From an optimization exercise on the open Yosys and OpenROAD flow, aimed at small area, a short achievable clock period and few clock cycles; shortcuts taken in it are not production practice. In this exercise RTL edits were held to simulation tests only and were not proved equivalent to the original. Power figures rest on the tool's default switching activity, not on a simulated workload.

==> willow <==
==> flow/design.v (excerpt) <==
module bgp_message_parser_unit (
   input  logic        clock,
   input  logic        reset,
   input  logic        req_tvalid,
   output logic        req_tready,
   input  logic [7:0]  req_tdata,    
   input  logic        req_tuser,    
   output logic        rsp_tvalid,
   input  logic        rsp_tready,
   output logic [55:0] rsp_tdata,    
   output logic [4:0]  rsp_tuser,    
   output logic        rsp_tlast,    
   input  logic        csr_valid,
   output logic        csr_ready,
   input  logic [1:0]  csr_index,
   input  logic [12:0] csr_data
);
Settings: LEC_CHECK=0, CAP_MARGIN=20, CORE_MARGIN=2, CORE_UTILIZATION=40, PLACE_DENSITY=0.75, SETUP_SLACK_MARGIN=5.0, SLEW_MARGIN=20, TNS_END_PERCENT=5; clock period 8.5 ns.
run.sh (not shown) runs the stock make flow with config.mk's settings and CLKGATE_MAP_FILE= SYNTH_SCRIPT=/design/flow/synth_recipe.tcl, a recipe that flattens the netlist after the stock synthesis.
==> indigo (differences from willow) <==
--- a/flow/design.v
+++ b/flow/design.v
@@ -121,17 +121,17 @@
    logic        iu_ff, iu1_ff;
    logic [4:0]  ph_ff, ph_in;
    logic [12:0] pos_ff, pos_in;      
    logic [12:0] mrem_ff, mrem_in;    
    logic [7:0]  mtype_ff, mtype_in;
    logic [31:0] acc_ff, acc_in;
    logic [11:0] bl_ff, bl_in;        
    logic [12:0] srem_ff, srem_in;    
-   logic [7:0]  auxr_ff, auxr_in;    
+   logic [15:0] auxr_ff, auxr_in;    
    logic [1:0]  kidx_ff, kidx_in;    
    bmp_pkg::rec_type el_rec;           
    logic        first_end;           
    logic        st_end;              
    logic [3:0]  st0, st1;            
    logic        n1, n2;              
    logic [52:0] q0_ff;               
    logic [3:0]  q0_st;               
@@ -166,20 +166,18 @@
    assign need2 = (iu_ff && ph_ff != bmp_pkg::PH_IDLE) || lastb;
    logic elp;
    always_comb begin
       case (ph_ff)
          bmp_pkg::PH_TYPE, bmp_pkg::PH_O_VER, bmp_pkg::PH_O_PLEN, bmp_pkg::PH_O_PLENB,
          bmp_pkg::PH_U_WPLEN, bmp_pkg::PH_N_PLEN, bmp_pkg::PH_V_ORIG, bmp_pkg::PH_AS_LO:
             elp = !iu_ff;
          bmp_pkg::PH_O_ASN, bmp_pkg::PH_O_HOLD, bmp_pkg::PH_U_WPFX, bmp_pkg::PH_N_PFX,
-         bmp_pkg::PH_A_LEN, bmp_pkg::PH_V_NML:
+         bmp_pkg::PH_A_LEN, bmp_pkg::PH_V_NML, bmp_pkg::PH_V_AGGR:
             elp = !iu_ff && (bl_ff == 12'd1);
-         bmp_pkg::PH_V_AGGR:
-            elp = !iu_ff && (bl_ff[3:0] == 4'd1);
          default:
             elp = 1'b0;
       endcase
    end
    logic pop_ok;
    assign pop_ok = rsp_tready && !q0_ref;
    assign go = iv_ff && (!c1_ff || (!c2_ff && (pop_ok || (!need2 && !elp))) ||
                          (c2_ff && pop_ok));
@@ -241,30 +239,30 @@
          bmp_pkg::PH_U_WPFX: begin
             pe = (bl_ff == 12'd1); pe_kind = bmp_pkg::KIND_WDRAWN;
          end
          bmp_pkg::PH_N_PFX: begin
             pe = (bl_ff == 12'd1); pe_kind = bmp_pkg::KIND_NLRI;
          end
          bmp_pkg::PH_A_LEN: begin
             pe      = (bl_ff == 12'd1) && ({acc_ff[7:0], ib_ff} == 16'd0);
-            pe_kind = (auxr_ff == bmp_pkg::AT_ATOMIC) ? bmp_pkg::KIND_ATOMIC :
+            pe_kind = (auxr_ff[7:0] == bmp_pkg::AT_ATOMIC) ? bmp_pkg::KIND_ATOMIC :
                                                              bmp_pkg::KIND_EMPTY;
          end
          bmp_pkg::PH_V_ORIG: begin
             pe = 1'b1; pe_kind = bmp_pkg::KIND_ORIGIN;
          end
          bmp_pkg::PH_V_NML: begin
             pe      = (bl_ff == 12'd1);
-            pe_kind = (auxr_ff == bmp_pkg::AT_NHOP) ? bmp_pkg::KIND_NHOP :
-                      (auxr_ff == bmp_pkg::AT_MED)  ? bmp_pkg::KIND_MED :
+            pe_kind = (auxr_ff[7:0] == bmp_pkg::AT_NHOP) ? bmp_pkg::KIND_NHOP :
+                      (auxr_ff[7:0] == bmp_pkg::AT_MED)  ? bmp_pkg::KIND_MED :
                                                            bmp_pkg::KIND_LPREF;
          end
          bmp_pkg::PH_V_AGGR: begin
-            pe = (bl_ff[3:0] == 4'd1); pe_kind = bmp_pkg::KIND_AGGR;
+            pe = (bl_ff == 12'd1); pe_kind = bmp_pkg::KIND_AGGR;
          end
          bmp_pkg::PH_AS_LO: begin
             pe = 1'b1; pe_kind = bmp_pkg::KIND_PATH;
          end
          default: ;
       endcase
    end
    function automatic logic nb_ge(logic [7:0] b, logic [12:0] x);
@@ -343,17 +341,17 @@
                   mrem_in = v[12:0] - 13'd18;
                   ph_ok   = bmp_pkg::PH_TYPE;
                end
             end
          end
          bmp_pkg::PH_TYPE: begin
             mtype_in = b;
             clr      = 1'b1;
-            auxr_in  = 8'd0;
+            auxr_in  = 16'd0;
             srem_in  = (mrem_ff < 13'd4) ? 13'd0 : mrem_ff - 13'd4;
             if (b < bmp_pkg::MT_OPEN || b > bmp_pkg::MT_LAST) begin
                er = 1'b1; er_st = bmp_pkg::ST_TYPE;
             end else begin
                bl_in   = 12'd2;
                if (b == bmp_pkg::MT_OPEN)        ph_ok = bmp_pkg::PH_O_VER;
                else if (b == bmp_pkg::MT_UPDATE) ph_ok = bmp_pkg::PH_U_WLEN;
                else                              ph_ok = bmp_pkg::PH_SKIP;
@@ -393,17 +391,17 @@
                ph_ok   = bmp_pkg::PH_O_PTYPE;
             end
          end
          bmp_pkg::PH_O_PTYPE: begin
             if (srem_ff < 13'd2) begin
                er = 1'b1; er_st = bmp_pkg::ST_PARAMS;
             end else begin
                srem_in = sremn;
-               auxr_in = b;
+               auxr_in = {8'd0, b};
                ph_ok   = bmp_pkg::PH_O_PLENB;
             end
          end
          bmp_pkg::PH_O_PLENB: begin
             accx    = acc_sh;
             clr     = 1'b1;
             srem_in = sremn;
             if ({5'd0, b} >= srem_ff) begin
@@ -429,17 +427,17 @@
                   er = 1'b1; er_st = bmp_pkg::ST_NLRI;
                end else begin
                   ph_ok = (v == 16'd0) ? bmp_pkg::PH_U_ALEN : bmp_pkg::PH_U_WPLEN;
                end
             end
          end
          bmp_pkg::PH_U_WPLEN, bmp_pkg::PH_N_PLEN: begin
             accx    = 32'd0;
-            auxr_in = b;
+            auxr_in = {8'd0, b};
             bl_in   = {8'd0, nb};
             kidx_in = 2'd0;
             if (ph_ff == bmp_pkg::PH_U_WPLEN) srem_in = sremn;
             if (b > {2'd0, blim_ff}) begin
                er = 1'b1; er_st = bmp_pkg::ST_PREFIX;
             end else if (ph_ff == bmp_pkg::PH_U_WPLEN && nb_ge(b, srem_ff)) begin
                er = 1'b1; er_st = bmp_pkg::ST_PREFIX;
             end else if (ph_ff == bmp_pkg::PH_N_PLEN && nb_ge(b, mrem_ff)) begin
@@ -488,47 +486,47 @@
             if (srem_ff < (b[4] ? 13'd4 : 13'd3)) begin
                er = 1'b1; er_st = bmp_pkg::ST_ATTR;
             end else begin
                ph_ok = bmp_pkg::PH_A_TYPE;
             end
          end
          bmp_pkg::PH_A_TYPE: begin
             srem_in = sremn;
-            auxr_in = b;
+            auxr_in = {8'd0, b};
             clr     = 1'b1;
             ph_ok   = bmp_pkg::PH_A_LEN;
          end
          bmp_pkg::PH_A_LEN: begin
             srem_in = sremn;
             accx    = acc_sh;
             bl_in   = bln;
             if (bl1) begin
                bl_in = v[11:0];
                clr   = 1'b1;
                if (v_ge) begin
                   er = 1'b1; er_st = bmp_pkg::ST_ATTR;
                end else if (v == 16'd0) begin
                   ph_ok   = (srem_ff == 13'd1) ? bmp_pkg::PH_N_PLEN : bmp_pkg::PH_A_FLAGS;
-               end else if (auxr_ff == bmp_pkg::AT_ATOMIC) begin
+               end else if (auxr_ff[7:0] == bmp_pkg::AT_ATOMIC) begin
                   er = 1'b1; er_st = bmp_pkg::ST_ATOMIC;
                end else begin
-                  case (auxr_ff)
+                  case (auxr_ff[7:0])
                      bmp_pkg::AT_ORIGIN:  ok = (v == 16'd1);
                      bmp_pkg::AT_AS_PATH: ok = (v != 16'd1);
                      bmp_pkg::AT_NHOP,
                      bmp_pkg::AT_MED,
                      bmp_pkg::AT_LPREF:   ok = (v == 16'd4);
                      bmp_pkg::AT_AGGR:    ok = (v == 16'd6);
                      default:             ok = 1'b0;
                   endcase
                   if (!ok) begin
                      er = 1'b1; er_st = bmp_pkg::ST_ATTR;
                   end else begin
-                     case (auxr_ff)
+                     case (auxr_ff[7:0])
                         bmp_pkg::AT_ORIGIN:  ph_ok = bmp_pkg::PH_V_ORIG;
                         bmp_pkg::AT_AS_PATH: ph_ok = bmp_pkg::PH_AS_SEG;
                         bmp_pkg::AT_AGGR:    ph_ok = bmp_pkg::PH_V_AGGR;
                         default:             ph_ok = bmp_pkg::PH_V_NML;
                      endcase
                   end
                end
             end
@@ -540,23 +538,22 @@
             accx    = acc_sh;
             case (ph_ff)
                bmp_pkg::PH_V_ORIG: begin
                end
                bmp_pkg::PH_V_NML: begin
                end
                bmp_pkg::PH_V_AGGR: begin
                   if (bl_ff == 12'd5) begin
-                     bl_in   = {acc_sh[15:8], 4'd4};
-                     auxr_in = acc_sh[7:0];
+                     auxr_in = acc_sh[15:0];
                      clr     = 1'b1;
                   end
                end
                bmp_pkg::PH_AS_SEG: begin
-                  auxr_in = b;
+                  auxr_in = {8'd0, b};
                   ph_ok   = bmp_pkg::PH_AS_CNT;
                end
                bmp_pkg::PH_AS_CNT: begin
                   clr   = 1'b1;
                   ph_ok = bmp_pkg::PH_AS_HI;
                   if ({3'd0, b, 1'b1} != bl_ff) begin
                      er = 1'b1; er_st = bmp_pkg::ST_ATTR;
                   end
@@ -564,31 +561,29 @@
                bmp_pkg::PH_AS_HI: begin
                   ph_ok = bmp_pkg::PH_AS_LO;
                end
                default: begin   
                   clr     = 1'b1;
                   ph_ok   = bmp_pkg::PH_AS_HI;
                end
             endcase
-            if ((ph_ff == bmp_pkg::PH_V_AGGR) ? (bl_ff[3:0] == 4'd1) : bl1)
-               ph_ok = (srem_ff == 13'd1) ? bmp_pkg::PH_N_PLEN : bmp_pkg::PH_A_FLAGS;
+            if (bl1) ph_ok = (srem_ff == 13'd1) ? bmp_pkg::PH_N_PLEN : bmp_pkg::PH_A_FLAGS;
          end
          default: ;
       endcase
       acc_in = clr ? 32'd0 : accx;
       bnd    = lastb && !er;
       bnd_st = (ph_ok == bmp_pkg::PH_O_PTYPE || ph_ok == bmp_pkg::PH_N_PLEN) ?
                bmp_pkg::ST_OK :
                (ph_ok == bmp_pkg::PH_SKIP) ? bmp_pkg::ST_UNPARSED : bmp_pkg::ST_LENGTH;
       ph_in  = (er || bnd) ? bmp_pkg::PH_IDLE : ph_ok;
       el_rec.kind  = pe_kind;
       el_rec.value = accx;
-      el_rec.aux   = pe_auxb ? {8'd0, b} :
-                     {(ph_ff == bmp_pkg::PH_V_AGGR) ? bl_ff[11:4] : 8'd0, auxr_ff};
+      el_rec.aux   = pe_auxb ? {8'd0, b} : auxr_ff;
       first_end    = er || !pe;
       st0          = er ? er_st : bnd_st;
       st1          = bnd_st;
       st_end       = 1'b0;
       n1           = er || pe || lastb;
       n2           = pe && lastb && !er;
       mk_bad = (b != bmp_pkg::MARKER_BYTE);
       if (iu_ff) begin
Settings changed: CORE_UTILIZATION 40 to 50, PLACE_DENSITY 0.75 to 0.85.
==> run notes <==
| metric | willow | indigo |
|---|---|---|
| Outcome | complete, no violations | complete, no violations |
| Share of the clock period used by the worst path | 0.452 | 0.437 |
| Max-slew headroom | 0.293 | 0.364 |
| Met3 track demand over resource in global routing | 0.0715 | 0.0746 |
| Fraction of final layout cells with drive strength greater than 1 | 0.142 | 0.138 |
| Area growth from synthesis to layout | 24.0% | 21.0% |
| Metal2 WL | 25100 um | 24600 um |
| DP Cell Count | 2224 | 2117 |
| Effective utilization at floorplan | 0.403 | 0.510 |
| Number of standard-cell rows in the floorplan | 71 | 63 |
| Worst reg-to-reg setup slack | 4660 ps | 4780 ps |
| Count of non-CTS inverters in the layout | 63 | 69 |
| Number of detailed-route iterations in the first pass | 10 | 9 |
| Layout buffer count excluding clock buffers | 206 | 178 |
| EDFF count, synth | 181 | 189 |
| Fraction of met2 tracks used by global routing | 0.440 | 0.521 |
| Hold endpoint | blim_ff[2] | min_plen_ff[6] |
| Worst ir drop on vdd | 0.148 mV | 0.171 mV |
| Sw frac | 0.277 | 0.255 |
Testbench counts of willow, summed over its fixed seeds: cycles 123,666.
Testbench counts of indigo, summed over its fixed seeds: cycles 123,666.

[what the ideal ports hide]
Ports are ideal in the flow. The routed layouts listed here were re-timed in OpenROAD.
Step 1, drivers: a clkbuf_16 drives clock and a buf_2 each remaining input, both assumed.
Step 2 also shifts input and output timing later by t, the mid clock arrival at the registers, as if the neighbouring blocks saw the same clock.
Slacks: ideal ports / drivers / drivers and shift; pairs: ideal ports / drivers.
run	t, ns	slack for setup (ns)	hold slack, ns	clock arrival spread, ns	slew at the worst register clock pin (ns)
willow	0.611	4.658 / 4.658 / 4.183	0.497 / 0.497 / 0.497	0.015 / 0.015	0.07 / 0.07
indigo	0.595	4.785 / 4.785 / 4.452	0.495 / 0.495 / 0.495	0.018 / 0.017	0.07 / 0.07
After both steps every run listed still meets setup and hold. For willow, which loses most, drivers alone change the setup slack by 0.000 ns; drivers and shift together by -0.475 ns.
